From an optimization exercise on the open Yosys and OpenROAD flow, aimed at a short achievable clock period and few clock cycles; shortcuts taken in it are not production practice.
In this exercise RTL edits were held to simulation tests only and were not proved equivalent to the original.

==> run a: inputs <==
Design md_unit, start of the top module:
module md_unit #(
    parameter int S1 = 4,    
    parameter int S2 = 5,    
    parameter int S3 = 8     
) (
    input  logic        clk,
    input  logic        reset,
    input  logic        start,
    input  logic [2:0]  MD_OP,
    input  logic [31:0] A,
    input  logic [31:0] B,
    input  logic        cancel,
    input  logic        D_MD,
    output logic        busy,
    output logic [31:0] MD_OUT,
    output logic [31:0] HI,
    output logic [31:0] LO,
    output logic        md_stall
);
Settings: LEC_CHECK=0, CAP_MARGIN=30, CORE_MARGIN=2, CORE_UTILIZATION=40, SLEW_MARGIN=30, SYNTH_HIERARCHICAL=1, SETUP_SLACK_MARGIN=53, TNS_END_PERCENT=100; clock period 90.0 ns.
standard.sh (not shown) runs the stock make flow with config.mk's settings and CLKGATE_MAP_FILE= SYNTH_SCRIPT=/design/flow/synth_recipe.tcl, a recipe that flattens the netlist after the stock synthesis.
==> flow/flow/run.sh <==
#!/bin/bash
# Standard ORFS flow with timing repair aimed below the clock period and
# without the slow delay cells as buffers. The SDC is the design's, unchanged.
set -euo pipefail
# 1. The standard synthesis, unchanged.
bash standard.sh synth > flow_synth.log 2>&1
# 2. Layout: repair setup timing toward a tighter target through the
#    setup slack margin, and keep delay cells out of buffering.
cat >> config.mk <<'EOC'
export SETUP_SLACK_MARGIN = 53
export TNS_END_PERCENT = 100
export DONT_USE_CELLS += sky130_fd_sc_hd__clkdlybuf4s15_1 sky130_fd_sc_hd__clkdlybuf4s15_2 sky130_fd_sc_hd__clkdlybuf4s18_1 sky130_fd_sc_hd__clkdlybuf4s18_2 sky130_fd_sc_hd__clkdlybuf4s25_1 sky130_fd_sc_hd__clkdlybuf4s25_2 sky130_fd_sc_hd__clkdlybuf4s50_1 sky130_fd_sc_hd__clkdlybuf4s50_2 sky130_fd_sc_hd__dlygate4sd1_1 sky130_fd_sc_hd__dlygate4sd2_1 sky130_fd_sc_hd__dlygate4sd3_1 sky130_fd_sc_hd__dlymetal6s2s_1 sky130_fd_sc_hd__dlymetal6s4s_1 sky130_fd_sc_hd__dlymetal6s6s_1
EOC
bash standard.sh finish > flow_finish.log 2>&1
==> run b: changes against run a <==
--- a/flow/design.v
+++ b/flow/design.v
@@ -133,18 +133,29 @@
     end
     assign r_out   = r[N];
     assign rm1_out = rm1[N];
     assign x_out   = x[N];
     assign q_out   = q[N];
     assign qm_out  = qm[N];
 endmodule
+module md_mfsel (
+    input  logic [2:0]  op,
+    input  logic [31:0] hi,
+    input  logic [31:0] lo,
+    output logic [31:0] y
+);
+    logic en;
+    assign en = op[2] & op[1];
+    assign y  = {32{en}} & (op[0] ? lo : hi);
+endmodule
 module md_unit #(
-    parameter int S1 = 4,    
+    parameter int S1 = 5,    
     parameter int S2 = 5,    
-    parameter int S3 = 8     
+    parameter int S3 = 3,    
+    parameter int NB = 2     
 ) (
     input  logic        clk,
     input  logic        reset,
     input  logic        start,
     input  logic [2:0]  MD_OP,
     input  logic [31:0] A,
     input  logic [31:0] B,
@@ -153,19 +164,18 @@
     output logic        busy,
     output logic [31:0] MD_OUT,
     output logic [31:0] HI,
     output logic [31:0] LO,
     output logic        md_stall
 );
     localparam int M0 = 3 * (S1 + S2);
-    localparam int M1 = M0 + 3 * S3;
-    localparam int M2 = M1 + 3 * S3;
-    localparam int W  = (M1 >= 32) ? M1 : M2;    
+    localparam int M1 = M0 + 3 * S3 * NB;
+    localparam int W  = M1;                      
     logic         r_busy;
-    logic         r_cnt;        
+    logic [1:0]   r_cnt;        
     logic [31:0]  r_hi;
     logic [31:0]  r_lo;
     logic         r_hi_div;     
     logic         r_lo_div;     
     logic [31:0]  r_rem;
     logic [W-1:0] r_x;
     logic [31:0]  r_q;
@@ -206,85 +216,64 @@
     md_add3 #(.W(35)) u_m3 (.x(w_bx35), .y(w_bx35 << 1),
                             .z({33'd0, w_b_neg, w_b_neg}), .s(w_mb[3]));
     md_add3 #(.W(35)) u_m5 (.x(w_bx35), .y(w_bx35 << 2),
                             .z({32'd0, w_b_neg, 1'b0, w_b_neg}), .s(w_mb[5]));
     assign w_mb[6] = {w_mb[3][33:0], 1'b0};
     md_add3 #(.W(35)) u_m7 (.x(w_bx35 << 3), .y(~w_bx35),
                             .z({31'd0, w_b_neg, 2'b00, ~w_b_neg}), .s(w_mb[7]));
-    logic w_fit0;
-    logic w_fit1;
+    logic        w_fit0;
     logic [31:0] w_f0_d;
     logic        w_f0_c;
     md_sub #(.W(32), .L(5)) u_fit0 (.x(w_ua >> M0), .y(w_ub), .cin(1'b1), .d(w_f0_d), .c(w_f0_c));
     assign w_fit0 = ~w_f0_c;
-    if (M1 >= 32) begin : g_fit1_all
-        assign w_fit1 = 1'b1;
-    end else begin : g_fit1_cmp
-        logic [31:0] f1_d;
-        logic        f1_c;
-        md_sub #(.W(32), .L(5)) u_fit1 (.x(w_ua >> M1), .y(w_ub), .cin(1'b1), .d(f1_d), .c(f1_c));
-        assign w_fit1 = ~f1_c;
-    end
-    logic [31:0]  w_rem_o [0:2];
-    logic [W-1:0] w_x_o   [0:2];
-    logic [31:0]  w_q_o   [0:2];
-    logic [31:0]  w_qm_o  [0:2];
-    for (genvar n = 0; n < 3; n++) begin : g_opt
-        localparam int MN = M0 + 3 * S3 * n;
-        localparam int MI = MN - 3 * S1;      
-        logic [W+31:0] init;
-        if (MI >= 32) begin : g_zero
-            assign init        = {{W{1'b0}}, w_ua} << (W - MI);
-            assign w_rem_o[n]  = init[W+31:W];
-            assign w_x_o[n]    = init[W-1:0];
-            assign w_q_o[n]    = 32'd0;
-            assign w_qm_o[n]   = 32'hFFFF_FFFF;
-        end else begin : g_steps
-            logic [31:0] rm1_unused;
-            assign init = {{W{1'b0}}, w_ua} << (W - MN);
-            md_r4_chain #(.N(S1), .W(W)) u_iss (
-                .r_in(init[W+31:W]), .x_in(init[W-1:0]), .q_in(32'd0), .qm_in(32'hFFFF_FFFF),
-                .mb(w_mb),
-                .r_out(w_rem_o[n]), .rm1_out(rm1_unused), .x_out(w_x_o[n]),
-                .q_out(w_q_o[n]), .qm_out(w_qm_o[n])
-            );
-        end
-    end
-    logic [1:0] w_sel;
-    assign w_sel = w_fit0 ? 2'd0 : (w_fit1 ? 2'd1 : 2'd2);
+    logic [W+31:0] w_init0;
+    logic [W+31:0] w_init1;
+    logic [31:0]   w_rem_iss;
+    logic [W-1:0]  w_x_iss;
+    logic [31:0]   w_q_iss;
+    logic [31:0]   w_qm_iss;
+    logic [31:0]   w_rm1_unused;
+    assign w_init0 = {{W{1'b0}}, w_ua} << (W - M0);
+    assign w_init1 = {{W{1'b0}}, w_ua} << (W - M1 + 3 * S1);
+    md_r4_chain #(.N(S1), .W(W)) u_iss (
+        .r_in(w_init0[W+31:W]), .x_in(w_init0[W-1:0]), .q_in(32'd0), .qm_in(32'hFFFF_FFFF),
+        .mb(w_mb),
+        .r_out(w_rem_iss), .rm1_out(w_rm1_unused), .x_out(w_x_iss),
+        .q_out(w_q_iss), .qm_out(w_qm_iss)
+    );
     logic [31:0]  w_rem_bsy;
     logic [W-1:0] w_x_bsy;
     logic [31:0]  w_q_bsy;
     logic [31:0]  w_qm_bsy;
     logic [31:0]  w_rm1_bsy;
     md_r4_chain #(.N(S3), .W(W)) u_bsy (
         .r_in(r_rem), .x_in(r_x), .q_in(r_q), .qm_in(r_qm), .mb(r_mb),
         .r_out(w_rem_bsy), .rm1_out(w_rm1_bsy), .x_out(w_x_bsy),
         .q_out(w_q_bsy), .qm_out(w_qm_bsy)
     );
     always_ff @(posedge clk) begin
         if (reset) begin
             r_busy   <= 1'b0;
-            r_cnt    <= 1'b0;
+            r_cnt    <= 2'd0;
             r_hi     <= 32'd0;
             r_lo     <= 32'd0;
             r_hi_div <= 1'b0;
             r_lo_div <= 1'b0;
         end else if (r_busy) begin
-            r_busy <= r_cnt;
-            r_cnt  <= 1'b0;
+            r_busy <= (r_cnt != 2'd0);
+            r_cnt  <= (r_cnt != 2'd0) ? r_cnt - 2'd1 : 2'd0;
         end else if (w_go) begin
             if (w_mul) begin
                 r_hi     <= w_prod[63:32];
                 r_lo     <= w_prod[31:0];
                 r_hi_div <= 1'b0;
                 r_lo_div <= 1'b0;
             end else if (w_div) begin
                 r_busy   <= ~w_fit0;
-                r_cnt    <= ~w_fit0 & ~w_fit1;
+                r_cnt    <= w_fit0 ? 2'd0 : 2'(NB - 1);
                 r_hi_div <= 1'b1;
                 r_lo_div <= 1'b1;
             end else if (MD_OP == 3'b100) begin
                 r_hi     <= A;
                 r_hi_div <= 1'b0;
             end else if (MD_OP == 3'b101) begin
                 r_lo     <= A;
@@ -295,18 +284,18 @@
     always_ff @(posedge clk) begin
         if (r_busy) begin
             r_rem <= w_rem_bsy;
             r_x   <= w_x_bsy;
             r_q   <= w_q_bsy;
             r_qm  <= w_qm_bsy;
         end else if (w_go & w_div) begin
-            r_rem   <= w_rem_o[w_sel];
-            r_x     <= w_x_o[w_sel];
-            r_q     <= w_q_o[w_sel];
-            r_qm    <= w_qm_o[w_sel];
+            r_rem   <= w_fit0 ? w_rem_iss : w_init1[W+31:W];
+            r_x     <= w_fit0 ? w_x_iss   : w_init1[W-1:0];
+            r_q     <= w_fit0 ? w_q_iss   : 32'd0;
+            r_qm    <= w_fit0 ? w_qm_iss  : 32'hFFFF_FFFF;
             r_mb    <= w_mb;
             r_neg_q <= w_a_neg ^ w_b_neg;
             r_neg_r <= w_a_neg;
         end
     end
     logic [31:0]  w_rem_out;
     logic [31:0]  w_rm1_out;
@@ -322,11 +311,10 @@
     );
     assign w_quo = r_neg_q ? ~w_qm_out  : w_q_out;
     assign w_rmd = r_neg_r ? ~w_rm1_out : w_rem_out;
     assign busy     = r_busy;
     assign HI       = r_hi_div ? w_rmd : r_hi;
     assign LO       = r_lo_div ? w_quo : r_lo;
     assign md_stall = D_MD & (r_busy | (start & ~cancel));
-    assign MD_OUT   = (MD_OP == 3'b110) ? HI :
-                      (MD_OP == 3'b111) ? LO : 32'd0;
+    md_mfsel u_mf (.op(MD_OP), .hi(HI), .lo(LO), .y(MD_OUT));
 endmodule
 `default_nettype wire
==> run c: changes against run a <==
--- a/flow/design.v
+++ b/flow/design.v
@@ -133,18 +133,29 @@
     end
     assign r_out   = r[N];
     assign rm1_out = rm1[N];
     assign x_out   = x[N];
     assign q_out   = q[N];
     assign qm_out  = qm[N];
 endmodule
+module md_mfsel (
+    input  logic [2:0]  op,
+    input  logic [31:0] hi,
+    input  logic [31:0] lo,
+    output logic [31:0] y
+);
+    logic en;
+    assign en = op[2] & op[1];
+    assign y  = {32{en}} & (op[0] ? lo : hi);
+endmodule
 module md_unit #(
     parameter int S1 = 4,    
     parameter int S2 = 5,    
-    parameter int S3 = 8     
+    parameter int S3 = 3,    
+    parameter int NB = 2     
 ) (
     input  logic        clk,
     input  logic        reset,
     input  logic        start,
     input  logic [2:0]  MD_OP,
     input  logic [31:0] A,
     input  logic [31:0] B,
@@ -153,19 +164,18 @@
     output logic        busy,
     output logic [31:0] MD_OUT,
     output logic [31:0] HI,
     output logic [31:0] LO,
     output logic        md_stall
 );
     localparam int M0 = 3 * (S1 + S2);
-    localparam int M1 = M0 + 3 * S3;
-    localparam int M2 = M1 + 3 * S3;
-    localparam int W  = (M1 >= 32) ? M1 : M2;    
+    localparam int M1 = M0 + 3 * S3 * NB;
+    localparam int W  = M1;                      
     logic         r_busy;
-    logic         r_cnt;        
+    logic [1:0]   r_cnt;        
     logic [31:0]  r_hi;
     logic [31:0]  r_lo;
     logic         r_hi_div;     
     logic         r_lo_div;     
     logic [31:0]  r_rem;
     logic [W-1:0] r_x;
     logic [31:0]  r_q;
@@ -206,85 +216,64 @@
     md_add3 #(.W(35)) u_m3 (.x(w_bx35), .y(w_bx35 << 1),
                             .z({33'd0, w_b_neg, w_b_neg}), .s(w_mb[3]));
     md_add3 #(.W(35)) u_m5 (.x(w_bx35), .y(w_bx35 << 2),
                             .z({32'd0, w_b_neg, 1'b0, w_b_neg}), .s(w_mb[5]));
     assign w_mb[6] = {w_mb[3][33:0], 1'b0};
     md_add3 #(.W(35)) u_m7 (.x(w_bx35 << 3), .y(~w_bx35),
                             .z({31'd0, w_b_neg, 2'b00, ~w_b_neg}), .s(w_mb[7]));
-    logic w_fit0;
-    logic w_fit1;
+    logic        w_fit0;
     logic [31:0] w_f0_d;
     logic        w_f0_c;
     md_sub #(.W(32), .L(5)) u_fit0 (.x(w_ua >> M0), .y(w_ub), .cin(1'b1), .d(w_f0_d), .c(w_f0_c));
     assign w_fit0 = ~w_f0_c;
-    if (M1 >= 32) begin : g_fit1_all
-        assign w_fit1 = 1'b1;
-    end else begin : g_fit1_cmp
-        logic [31:0] f1_d;
-        logic        f1_c;
-        md_sub #(.W(32), .L(5)) u_fit1 (.x(w_ua >> M1), .y(w_ub), .cin(1'b1), .d(f1_d), .c(f1_c));
-        assign w_fit1 = ~f1_c;
-    end
-    logic [31:0]  w_rem_o [0:2];
-    logic [W-1:0] w_x_o   [0:2];
-    logic [31:0]  w_q_o   [0:2];
-    logic [31:0]  w_qm_o  [0:2];
-    for (genvar n = 0; n < 3; n++) begin : g_opt
-        localparam int MN = M0 + 3 * S3 * n;
-        localparam int MI = MN - 3 * S1;      
-        logic [W+31:0] init;
-        if (MI >= 32) begin : g_zero
-            assign init        = {{W{1'b0}}, w_ua} << (W - MI);
-            assign w_rem_o[n]  = init[W+31:W];
-            assign w_x_o[n]    = init[W-1:0];
-            assign w_q_o[n]    = 32'd0;
-            assign w_qm_o[n]   = 32'hFFFF_FFFF;
-        end else begin : g_steps
-            logic [31:0] rm1_unused;
-            assign init = {{W{1'b0}}, w_ua} << (W - MN);
-            md_r4_chain #(.N(S1), .W(W)) u_iss (
-                .r_in(init[W+31:W]), .x_in(init[W-1:0]), .q_in(32'd0), .qm_in(32'hFFFF_FFFF),
-                .mb(w_mb),
-                .r_out(w_rem_o[n]), .rm1_out(rm1_unused), .x_out(w_x_o[n]),
-                .q_out(w_q_o[n]), .qm_out(w_qm_o[n])
-            );
-        end
-    end
-    logic [1:0] w_sel;
-    assign w_sel = w_fit0 ? 2'd0 : (w_fit1 ? 2'd1 : 2'd2);
+    logic [W+31:0] w_init0;
+    logic [W+31:0] w_init1;
+    logic [31:0]   w_rem_iss;
+    logic [W-1:0]  w_x_iss;
+    logic [31:0]   w_q_iss;
+    logic [31:0]   w_qm_iss;
+    logic [31:0]   w_rm1_unused;
+    assign w_init0 = {{W{1'b0}}, w_ua} << (W - M0);
+    assign w_init1 = {{W{1'b0}}, w_ua} << (W - M1 + 3 * S1);
+    md_r4_chain #(.N(S1), .W(W)) u_iss (
+        .r_in(w_init0[W+31:W]), .x_in(w_init0[W-1:0]), .q_in(32'd0), .qm_in(32'hFFFF_FFFF),
+        .mb(w_mb),
+        .r_out(w_rem_iss), .rm1_out(w_rm1_unused), .x_out(w_x_iss),
+        .q_out(w_q_iss), .qm_out(w_qm_iss)
+    );
     logic [31:0]  w_rem_bsy;
     logic [W-1:0] w_x_bsy;
     logic [31:0]  w_q_bsy;
     logic [31:0]  w_qm_bsy;
     logic [31:0]  w_rm1_bsy;
     md_r4_chain #(.N(S3), .W(W)) u_bsy (
         .r_in(r_rem), .x_in(r_x), .q_in(r_q), .qm_in(r_qm), .mb(r_mb),
         .r_out(w_rem_bsy), .rm1_out(w_rm1_bsy), .x_out(w_x_bsy),
         .q_out(w_q_bsy), .qm_out(w_qm_bsy)
     );
     always_ff @(posedge clk) begin
         if (reset) begin
             r_busy   <= 1'b0;
-            r_cnt    <= 1'b0;
+            r_cnt    <= 2'd0;
             r_hi     <= 32'd0;
             r_lo     <= 32'd0;
             r_hi_div <= 1'b0;
             r_lo_div <= 1'b0;
         end else if (r_busy) begin
-            r_busy <= r_cnt;
-            r_cnt  <= 1'b0;
+            r_busy <= (r_cnt != 2'd0);
+            r_cnt  <= (r_cnt != 2'd0) ? r_cnt - 2'd1 : 2'd0;
         end else if (w_go) begin
             if (w_mul) begin
                 r_hi     <= w_prod[63:32];
                 r_lo     <= w_prod[31:0];
                 r_hi_div <= 1'b0;
                 r_lo_div <= 1'b0;
             end else if (w_div) begin
                 r_busy   <= ~w_fit0;
-                r_cnt    <= ~w_fit0 & ~w_fit1;
+                r_cnt    <= w_fit0 ? 2'd0 : 2'(NB - 1);
                 r_hi_div <= 1'b1;
                 r_lo_div <= 1'b1;
             end else if (MD_OP == 3'b100) begin
                 r_hi     <= A;
                 r_hi_div <= 1'b0;
             end else if (MD_OP == 3'b101) begin
                 r_lo     <= A;
@@ -295,18 +284,18 @@
     always_ff @(posedge clk) begin
         if (r_busy) begin
             r_rem <= w_rem_bsy;
             r_x   <= w_x_bsy;
             r_q   <= w_q_bsy;
             r_qm  <= w_qm_bsy;
         end else if (w_go & w_div) begin
-            r_rem   <= w_rem_o[w_sel];
-            r_x     <= w_x_o[w_sel];
-            r_q     <= w_q_o[w_sel];
-            r_qm    <= w_qm_o[w_sel];
+            r_rem   <= w_fit0 ? w_rem_iss : w_init1[W+31:W];
+            r_x     <= w_fit0 ? w_x_iss   : w_init1[W-1:0];
+            r_q     <= w_fit0 ? w_q_iss   : 32'd0;
+            r_qm    <= w_fit0 ? w_qm_iss  : 32'hFFFF_FFFF;
             r_mb    <= w_mb;
             r_neg_q <= w_a_neg ^ w_b_neg;
             r_neg_r <= w_a_neg;
         end
     end
     logic [31:0]  w_rem_out;
     logic [31:0]  w_rm1_out;
@@ -322,11 +311,10 @@
     );
     assign w_quo = r_neg_q ? ~w_qm_out  : w_q_out;
     assign w_rmd = r_neg_r ? ~w_rm1_out : w_rem_out;
     assign busy     = r_busy;
     assign HI       = r_hi_div ? w_rmd : r_hi;
     assign LO       = r_lo_div ? w_quo : r_lo;
     assign md_stall = D_MD & (r_busy | (start & ~cancel));
-    assign MD_OUT   = (MD_OP == 3'b110) ? HI :
-                      (MD_OP == 3'b111) ? LO : 32'd0;
+    md_mfsel u_mf (.op(MD_OP), .hi(HI), .lo(LO), .y(MD_OUT));
 endmodule
 `default_nettype wire
==> run notes <==
| item | run a | run b | run c |
|---|---|---|---|
| Status | finished with violations | finished with violations | finished with violations |
| Layout check failures | slew limit | antenna rules, slew limit | slew limit |
| Well Taps | 11900 | 9889 | 9300 |
| Wire length per cell | 34.0 um | 33.0 um | 33.4 um |
| Tightest hold margin | 0.466 ns | 0.456 ns | 0.457 ns |
| Final worst clock skew | 0.181 ns | 0.0895 ns | 0.163 ns |
| Syn Area/Cell | 6.98 um^2 | 7.06 um^2 | 7.07 um^2 |
| Pin slew with the least headroom to its limit | 2.75 ns | 2.48 ns | 1.94 ns |
| Worst R2R Path Depth | 117 | 45 | 48 |
| Area of the core | 902000 um^2 | 744000 um^2 | 702000 um^2 |
| Seq area share | 2.31% | 2.71% | 2.89% |
| Crit. path cell count | 117 | 74 | 66 |
Testbench counts of run a, summed over its fixed seeds: cycles 24,183.
Testbench counts of run b, summed over its fixed seeds: cycles 24,114.
Testbench counts of run c, summed over its fixed seeds: cycles 24,358.

-- separate check: timing with driven ports --
Ports are ideal in the flow. The routed layouts listed here were re-timed in OpenROAD.
Step 1: set_driving_cell puts a clkbuf_16 on clk and a buf_2 on each other input, an assumption about the parent block.
Step 2 times the ports against the registers' clock, not the clock port: input delays grow and output delays shrink by t, the midpoint of the rising clock arrivals with the driver on.
a / b / c = ideal / step 1 / step 2; a / b = the first two.
| run | t (ns) | setup WS [ns] | hold WS [ns] | worst setup path after step 2 | latest minus earliest clock arrival (ns) |
|---|---|---|---|---|---|
| run a | 0.973 | 52.670 / 52.670 / 52.013 | 0.466 / 0.466 / 0.466 | input to register | 0.183 / 0.183 |
| run b | 0.836 | 52.667 / 52.542 / 52.129 | 0.456 / 0.456 / 0.456 | input to register | 0.119 / 0.118 |
| run c | 0.863 | 52.957 / 52.875 / 52.143 | 0.457 / 0.457 / 0.457 | input to register | 0.169 / 0.169 |
The setup slack of run c, which loses most, moves by -0.082 ns with the drivers and by -0.814 ns with both steps.
